Context: an optimization exercise on an open-source flow, tuned for small area and a short achievable clock period. The choices shown serve that exercise and are no tape-out recipe.
Only simulation tests tie the RTL to the original design; equivalence was not proved.
Power and IR drop assume default switching activity.

## P
## mips_core
module mips_core
   (
      input  logic                  i_clock,
      input  logic                  i_arst_n,
      input  logic                  i_run,
      input  logic                  i_load_en,
      input  logic [PC_W-1:0]       i_load_addr,
      input  logic [INSTR_W-1:0]    i_load_data,
      output logic [PC_W-1:0]       o_pc,
      output logic                  o_halt,
      output logic                  o_wb_en,
      output logic [REG_ADDR_W-1:0] o_wb_reg,
      output logic [DATA_W-1:0]     o_wb_data
   );
   logic [PC_W-1:0]       pc;
   logic                  halted;
   logic                  cur_wr_en;
   logic [REG_ADDR_W-1:0] cur_wr_reg;
   logic [DATA_W-1:0]     cur_op_a;       
   logic [DATA_W-1:0]     cur_op_b;
   logic                  cur_sub;
   logic                  cur_sel_and;
   logic                  cur_sel_or;
   logic                  cur_sel_slt;
   logic                  cur_halt;
   logic [PC_W-1:0]       cur_next_pc;    
   logic [7:0]            cur_fetch_hi;   
  ...
For scale: ~9900 cells after synthesis, about 87 I/O pins, ~110000 µm² of cells after synthesis.
==> module read32, before the edit <==
module read32
   (
      input  logic [31:0] i_data,
      input  logic [31:0] i_sel,
      output logic        o_y
   );
   logic [10:0] p;
   for (genvar k = 0; k < 10; k++) begin : g_t
      cell_aoi222 u_t (.a0(i_sel[3*k]),   .b0(i_data[3*k]),
                       .a1(i_sel[3*k+1]), .b1(i_data[3*k+1]),
                       .a2(i_sel[3*k+2]), .b2(i_data[3*k+2]), .y(p[k]));
   end
   cell_aoi22 u_t10 (.a0(i_sel[30]), .b0(i_data[30]), .a1(i_sel[31]), .b1(i_data[31]), .y(p[10]));
   or11_n u_or (.i_n(p), .o_y(o_y));
endmodule
==> module read33, before the edit <==
module read33
   (
      input  logic [32:0] i_data,
      input  logic [32:0] i_sel,
      output logic        o_y
   );
   logic [10:0] p;
   for (genvar k = 0; k < 11; k++) begin : g_t
      cell_aoi222 u_t (.a0(i_sel[3*k]),   .b0(i_data[3*k]),
                       .a1(i_sel[3*k+1]), .b1(i_data[3*k+1]),
                       .a2(i_sel[3*k+2]), .b2(i_data[3*k+2]), .y(p[k]));
   end
   or11_n u_or (.i_n(p), .o_y(o_y));
endmodule
==> module or11_n, before the edit <==
module or11_n
   (
      input  logic [10:0] i_n,
      output logic        o_y
   );
   logic [3:0] q;
   logic [1:0] r;
   cell_nand3 u_q0 (.a(i_n[0]), .b(i_n[1]), .c(i_n[2]),  .y(q[0]));
   cell_nand3 u_q1 (.a(i_n[3]), .b(i_n[4]), .c(i_n[5]),  .y(q[1]));
   cell_nand3 u_q2 (.a(i_n[6]), .b(i_n[7]), .c(i_n[8]),  .y(q[2]));
   cell_nand2 u_q3 (.a(i_n[9]), .b(i_n[10]), .y(q[3]));
   cell_nor2  u_r0 (.a(q[0]), .b(q[1]), .y(r[0]));
   cell_nor2  u_r1 (.a(q[2]), .b(q[3]), .y(r[1]));
   cell_nand2 u_y  (.a(r[0]), .b(r[1]), .y(o_y));
endmodule
==> module instr_fetch, before the edit <==
module instr_fetch
   (
      input  logic               i_clock,
      input  logic               i_we,
      input  logic [PC_W-1:0]    i_waddr,
      input  logic [IMEM_W-1:0] i_wdata,
      input  logic [7:0]         i_raddr_hi,
      input  logic [7:0]         i_raddr_lo,
      output logic [IMEM_W-1:0] o_rdata,
      output logic [IMEM_W-1:0] o_word0
   );
   localparam int WORDS = 2**PC_W;
   logic [WORDS-1:0][IMEM_W-1:0] imem;
   logic [WORDS-1:0]              row_we;
   logic [WORDS-1:0]              row_keep;
   logic [WORDS-1:0]              row_sel;
   always_comb begin
      for (int w = 0; w < WORDS; w++) begin
         row_we[w]   = i_we && (i_waddr == w);
         row_keep[w] = !row_we[w];
         row_sel[w]  = i_raddr_hi[w / 8] && i_raddr_lo[w % 8];
      end
   end
   for (genvar w = 0; w < WORDS; w++) begin : g_word
      for (genvar b = 0; b < IMEM_W; b++) begin : g_bit
         store_bit u_bit (
            .i_clock (i_clock),
            .i_we    (row_we[w]),
            .i_keep  (row_keep[w]),
            .i_data  (i_wdata[b]),
            .o_q     (imem[w][b])
         );
      end
   end
   for (genvar b = 0; b < IMEM_W; b++) begin : g_read
      logic [WORDS-1:0] column;
      for (genvar w = 0; w < WORDS; w++) begin : g_col
         assign column[w] = imem[w][b];
      end
      if (b >= 16 && b <= 26) begin : g_fast
         read64_fast u_read (.i_data(column), .i_sel(row_sel), .o_y(o_rdata[b]));
      end else begin : g_small
         read64 u_read (.i_data(column), .i_sel(row_sel), .o_y(o_rdata[b]));
      end
   end
   assign o_word0 = imem[0];
endmodule
==> flow/config.mk <==
export PLATFORM = sky130hd
export DESIGN_NAME = mips_core
export DESIGN_NICKNAME = mips_core
export VERILOG_FILES = /design/flow/design.v
export SDC_FILE = /design/flow/constraint.sdc
export NUM_CORES = 8
export LEC_CHECK = 0
export CAP_MARGIN = 20
export CORE_MARGIN = 2
export CORE_UTILIZATION = 52
export CTS_CLUSTER_DIAMETER = 90
export CTS_CLUSTER_SIZE = 22
export SETUP_SLACK_MARGIN = 3
export SLEW_MARGIN = 20
export SYNTH_HIERARCHICAL = 1
export SYNTH_MINIMUM_KEEP_SIZE = 0
==> flow/constraint.sdc <==
create_clock -name core_clock -period 12.5 [get_ports {i_clock}]
set_input_delay 2.5000 -clock core_clock [delete_from_list [all_inputs] [get_ports {i_clock}]]
set_output_delay 2.5000 -clock core_clock [all_outputs]
set_load 0.01 [all_outputs]
standard.sh (not shown) runs the stock make flow with config.mk's settings and CLKGATE_MAP_FILE= SYNTH_SCRIPT=/design/flow/synth_recipe.tcl, a recipe that flattens the netlist after the stock synthesis.
==> flow/flow/run.sh <==
#!/bin/bash
# Layout flow: the standard flow (standard.sh) with these changes, made for
# timing, not for what is measured:
#  - from placement on, the setup margin that timing repair aims for is
#    raised, so the resizer keeps shortening the critical paths below the
#    clock period (the floorplan's repair, before any wire is known, keeps the
#    margin of config.mk);
#  - ports are buffered with sky130_fd_sc_hd__buf_4 instead of the default
#    cell, so that repair can size them like any other buffer;
#  - the pins i_run and o_wb_en are placed next to each other (flow/io.tcl).
# The synthesis is the standard one. Each step's output goes to its own log
# in this folder (ORFS also keeps its per-stage logs under orfs/logs).
set -euo pipefail
MARGIN=7
bash standard.sh synth > log_synth.txt 2>&1
sed -e "s/SETUP_SLACK_MARGIN=[^ ]*/SETUP_SLACK_MARGIN=${MARGIN}/" standard.sh > layout.sh
export BUFFER_PORTS_ARGS="-buffer_cell sky130_fd_sc_hd__buf_4"
export PRE_IO_PLACEMENT_TCL="$PWD/flow/io.tcl"
bash standard.sh floorplan > log_floorplan.txt 2>&1
bash layout.sh place > log_place.txt 2>&1
bash layout.sh cts > log_cts.txt 2>&1
bash layout.sh route > log_route.txt 2>&1
bash layout.sh finish > log_finish.txt 2>&1
==> flow/flow/io.tcl <==
# Keep i_run and o_wb_en, the ends of the one path from an input straight to
# an output, next to each other on the die's edge.
set_io_pin_constraint -pin_names {i_run o_wb_en} -group -order
Edits applied to the flow inputs when going from P to Q:
-- flow/design.v --
<<< P, line 126
   );
   logic [10:0] p;
   for (genvar k = 0; k < 10; k++) begin : g_t
      cell_aoi222 u_t (.a0(i_sel[3*k]),   .b0(i_data[3*k]),
>>> Q, line 126
   );
   logic [10:0] p;
   logic [2:0]  q;
   for (genvar k = 0; k < 10; k++) begin : g_t
      cell_aoi222 u_t (.a0(i_sel[3*k]),   .b0(i_data[3*k]),
<<< P, line 132
   end
   cell_aoi22 u_t10 (.a0(i_sel[30]), .b0(i_data[30]), .a1(i_sel[31]), .b1(i_data[31]), .y(p[10]));
   or11_n u_or (.i_n(p), .o_y(o_y));
endmodule
module read33
>>> Q, line 133
   end
   cell_aoi22 u_t10 (.a0(i_sel[30]), .b0(i_data[30]), .a1(i_sel[31]), .b1(i_data[31]), .y(p[10]));
   cell_nand4 u_q0 (.a(p[0]), .b(p[1]), .c(p[2]),  .d(p[3]), .y(q[0]));
   cell_nand4 u_q1 (.a(p[4]), .b(p[5]), .c(p[6]),  .d(p[7]), .y(q[1]));
   cell_nand3 u_q2 (.a(p[8]), .b(p[9]), .c(p[10]), .y(q[2]));
   cell_or3   u_y  (.a(q[0]), .b(q[1]), .c(q[2]), .y(o_y));
endmodule
module read33
<<< P, line 141
   );
   logic [10:0] p;
   for (genvar k = 0; k < 11; k++) begin : g_t
      cell_aoi222 u_t (.a0(i_sel[3*k]),   .b0(i_data[3*k]),
>>> Q, line 145
   );
   logic [10:0] p;
   logic [2:0]  q;
   for (genvar k = 0; k < 11; k++) begin : g_t
      cell_aoi222 u_t (.a0(i_sel[3*k]),   .b0(i_data[3*k]),
<<< P, line 146
                       .a2(i_sel[3*k+2]), .b2(i_data[3*k+2]), .y(p[k]));
   end
   or11_n u_or (.i_n(p), .o_y(o_y));
endmodule
module or11_n
   (
      input  logic [10:0] i_n,
      output logic        o_y
   );
   logic [3:0] q;
   logic [1:0] r;
   cell_nand3 u_q0 (.a(i_n[0]), .b(i_n[1]), .c(i_n[2]),  .y(q[0]));
   cell_nand3 u_q1 (.a(i_n[3]), .b(i_n[4]), .c(i_n[5]),  .y(q[1]));
   cell_nand3 u_q2 (.a(i_n[6]), .b(i_n[7]), .c(i_n[8]),  .y(q[2]));
   cell_nand2 u_q3 (.a(i_n[9]), .b(i_n[10]), .y(q[3]));
   cell_nor2  u_r0 (.a(q[0]), .b(q[1]), .y(r[0]));
   cell_nor2  u_r1 (.a(q[2]), .b(q[3]), .y(r[1]));
   cell_nand2 u_y  (.a(r[0]), .b(r[1]), .y(o_y));
endmodule
module read64_fast
>>> Q, line 151
                       .a2(i_sel[3*k+2]), .b2(i_data[3*k+2]), .y(p[k]));
   end
   cell_nand4 u_q0 (.a(p[0]), .b(p[1]), .c(p[2]),  .d(p[3]), .y(q[0]));
   cell_nand4 u_q1 (.a(p[4]), .b(p[5]), .c(p[6]),  .d(p[7]), .y(q[1]));
   cell_nand3 u_q2 (.a(p[8]), .b(p[9]), .c(p[10]), .y(q[2]));
   cell_or3   u_y  (.a(q[0]), .b(q[1]), .c(q[2]), .y(o_y));
endmodule
module read64_fast
<<< P, line 228
         assign column[w] = imem[w][b];
      end
      if (b >= 16 && b <= 26) begin : g_fast
         read64_fast u_read (.i_data(column), .i_sel(row_sel), .o_y(o_rdata[b]));
      end else begin : g_small
>>> Q, line 221
         assign column[w] = imem[w][b];
      end
      if (b >= 16 && b <= 25) begin : g_fast
         read64_fast u_read (.i_data(column), .i_sel(row_sel), .o_y(o_rdata[b]));
      end else begin : g_small
--- outcome ---
Q ended with every stage complete and zero timing, DRC or antenna violations.
[compare] base=P new=Q: DRC violation total after the first TritonRoute iteration increased by 3.0% relative to the old numbers, power consumed by combinational cells picked up an extra about 3%, clock share of power -0.3 points, signed area change from the synthesized netlist to the final layout saw an increase, final cell count shows a reduction of 213.

========
## run a
mips_core, a different RTL version from the one above (not shown whole).
Size in the first run: ~9000 cells after synthesis, ~87 I/O pins.
==> module instr_fetch, before the edit <==
module instr_fetch
   (
      input  logic               i_clock,
      input  logic               i_we,
      input  logic [PC_W-1:0]    i_waddr,
      input  logic [IMEM_W-1:0] i_wdata,
      input  logic [7:0]         i_raddr_hi,
      input  logic [7:0]         i_raddr_lo,
      output logic [IMEM_W-1:0] o_rdata,
      output logic [IMEM_W-1:0] o_word0
   );
   localparam int WORDS = 2**PC_W;
   logic [WORDS-1:0][IMEM_W-1:0] imem;
   logic [WORDS-1:0]              row_we;
   logic [WORDS-1:0]              row_keep;
   logic [WORDS-1:0]              row_sel;
   always_comb begin
      for (int w = 0; w < WORDS; w++) begin
         row_we[w]   = i_we && (i_waddr == w);
         row_keep[w] = !row_we[w];
         row_sel[w]  = i_raddr_hi[w / 8] && i_raddr_lo[w % 8];
      end
   end
   for (genvar w = 0; w < WORDS; w++) begin : g_word
      for (genvar b = 0; b < IMEM_W; b++) begin : g_bit
         store_bit u_bit (
            .i_clock (i_clock),
            .i_we    (row_we[w]),
            .i_keep  (row_keep[w]),
            .i_data  (i_wdata[b]),
            .o_q     (imem[w][b])
         );
      end
   end
   for (genvar b = 0; b < IMEM_W; b++) begin : g_read
      logic [WORDS-1:0] column;
      for (genvar w = 0; w < WORDS; w++) begin : g_col
         assign column[w] = imem[w][b];
      end
      read64 u_read (.i_data(column), .i_sel(row_sel), .o_y(o_rdata[b]));
   end
   assign o_word0 = imem[0];
endmodule
export LEC_CHECK = 0
export CAP_MARGIN = 20
export CORE_MARGIN = 2
export CORE_UTILIZATION = 52
export CTS_CLUSTER_DIAMETER = 90
export CTS_CLUSTER_SIZE = 22
export SETUP_SLACK_MARGIN = 3
export SLEW_MARGIN = 20
export SYNTH_HIERARCHICAL = 1
export SYNTH_MINIMUM_KEEP_SIZE = 0
create_clock -name core_clock -period 12.5 [get_ports {i_clock}]
==> flow/flow/run.sh <==
#!/bin/bash
# Layout flow: the standard flow (standard.sh) with these changes, made for
# timing, not for what is measured:
#  - the setup margin that timing repair aims for is raised, so the resizer
#    keeps shortening the critical paths below the clock period;
#  - ports are buffered with sky130_fd_sc_hd__buf_4 instead of the default
#    cell, so that repair can size them like any other buffer;
#  - the pins i_run and o_wb_en are placed next to each other (flow/io.tcl).
# The synthesis is the standard one. Each step's output goes to its own log
# in this folder (ORFS also keeps its per-stage logs under orfs/logs).
set -euo pipefail
MARGIN=7
bash standard.sh synth > log_synth.txt 2>&1
sed -e "s/SETUP_SLACK_MARGIN=[^ ]*/SETUP_SLACK_MARGIN=${MARGIN}/" standard.sh > layout.sh
export BUFFER_PORTS_ARGS="-buffer_cell sky130_fd_sc_hd__buf_4"
export PRE_IO_PLACEMENT_TCL="$PWD/flow/io.tcl"
bash layout.sh floorplan > log_floorplan.txt 2>&1
bash layout.sh place > log_place.txt 2>&1
bash layout.sh cts > log_cts.txt 2>&1
bash layout.sh route > log_route.txt 2>&1
bash layout.sh finish > log_finish.txt 2>&1
Scripts as last shown in full above: flow/flow/io.tcl
Here is what was changed in the inputs of run b compared with run a.
--- a/flow/design.v
+++ b/flow/design.v
@@ -70,10 +70,13 @@
    assign y = (a1 & a2) | b1;
 endmodule
 module cell_a221o (input logic a1, a2, b1, b2, c1, output logic y);
    assign y = (a1 & a2) | (b1 & b2) | c1;
 endmodule
+module cell_or2 (input logic a, b, output logic y);
+   assign y = a | b;
+endmodule
 module cell_or3 (input logic a, b, c, output logic y);
    assign y = a | b | c;
 endmodule
 module store_bit
    (
@@ -150,10 +153,34 @@
    cell_nand4 u_q0 (.a(p[0]), .b(p[1]), .c(p[2]),  .d(p[3]), .y(q[0]));
    cell_nand4 u_q1 (.a(p[4]), .b(p[5]), .c(p[6]),  .d(p[7]), .y(q[1]));
    cell_nand3 u_q2 (.a(p[8]), .b(p[9]), .c(p[10]), .y(q[2]));
    cell_or3   u_y  (.a(q[0]), .b(q[1]), .c(q[2]), .y(o_y));
 endmodule
+module read64_fast
+   (
+      input  logic [63:0] i_data,
+      input  logic [63:0] i_sel,
+      output logic        o_y
+   );
+   logic [63:0] p;
+   logic [15:0] q;
+   logic [7:0]  r;
+   logic [1:0]  t;
+   for (genvar k = 0; k < 64; k++) begin : g_t
+      cell_nand2 u_t (.a(i_sel[k]), .b(i_data[k]), .y(p[k]));
+   end
+   for (genvar k = 0; k < 16; k++) begin : g_q
+      cell_nand4 u_q (.a(p[4*k]), .b(p[4*k+1]), .c(p[4*k+2]), .d(p[4*k+3]), .y(q[k]));
+   end
+   for (genvar k = 0; k < 8; k++) begin : g_r
+      cell_nor2 u_r (.a(q[2*k]), .b(q[2*k+1]), .y(r[k]));
+   end
+   for (genvar k = 0; k < 2; k++) begin : g_s
+      cell_nand4 u_s (.a(r[4*k]), .b(r[4*k+1]), .c(r[4*k+2]), .d(r[4*k+3]), .y(t[k]));
+   end
+   cell_or2 u_y (.a(t[0]), .b(t[1]), .y(o_y));
+endmodule
 `timescale 1ns/10ps
 import mips_pkg::*;
 module instr_fetch
    (
       input  logic               i_clock,
@@ -191,11 +218,15 @@
    for (genvar b = 0; b < IMEM_W; b++) begin : g_read
       logic [WORDS-1:0] column;
       for (genvar w = 0; w < WORDS; w++) begin : g_col
          assign column[w] = imem[w][b];
       end
-      read64 u_read (.i_data(column), .i_sel(row_sel), .o_y(o_rdata[b]));
+      if (b >= 16 && b <= 25) begin : g_fast
+         read64_fast u_read (.i_data(column), .i_sel(row_sel), .o_y(o_rdata[b]));
+      end else begin : g_small
+         read64 u_read (.i_data(column), .i_sel(row_sel), .o_y(o_rdata[b]));
+      end
    end
    assign o_word0 = imem[0];
 endmodule
 `timescale 1ns/10ps
 import mips_pkg::*;
--- outcome ---
Run b closes out successfully: all stages finished, all timing, DRC and antenna checks passed. When run b is set beside run a, its wire length turns out to be 10 mm larger. Run b reports a lower largest voltage drop on the vdd net than run a does. On detailed router's first-iteration violation count, run a beats run b. Run b vs run a, total nets after synthesis went up by 590. Between run a and run b, the combinational group share of total power is higher for run a. The design area on run b is in line with that on run a. Global-route total usage across every layer (higher): run b. Run b and run a ended up with roughly the same sequential share of cell area. | synthesized cell count | run b vs run a | 590 higher |.

-- separate check: timing with driven ports --
How much do the figures lean on ideal ports? The routed layouts below were timed once more, with nothing changed but the port constraints.
Step 1: set_driving_cell puts a clkbuf_16 on i_clock and a buf_2 on each other input, an assumption about the parent block.
Step 2 adds t to the input delays and takes it off the output delays; t is the mean of the earliest and latest rising clock arrival at the registers after step 1. Input paths then give back, and output paths get back, about the clock's delay inside the block.
Three values: ideal ports, drivers, drivers and shift; two values: the first two.
run	shift t [ns]	setup slack, ns	worst setup path after step 2	clock arrival spread, ns	worst data-port slew with drivers (ns)
P	0.946	6.817 / 6.719 / 5.773	input to register	0.041 / 0.042	0.38
Q	0.939	6.776 / 6.736 / 5.899	input to register	0.029 / 0.029	0.18
run a	0.959	6.650 / 6.650 / 5.866	input to register	0.045 / 0.045	0.17
run b	0.951	6.768 / 6.768 / 5.945	input to register	0.048 / 0.049	0.17
After both steps setup and hold are still met in every run listed. For P, which loses most, drivers alone change the setup slack by -0.098 ns; drivers and shift together by -1.044 ns.
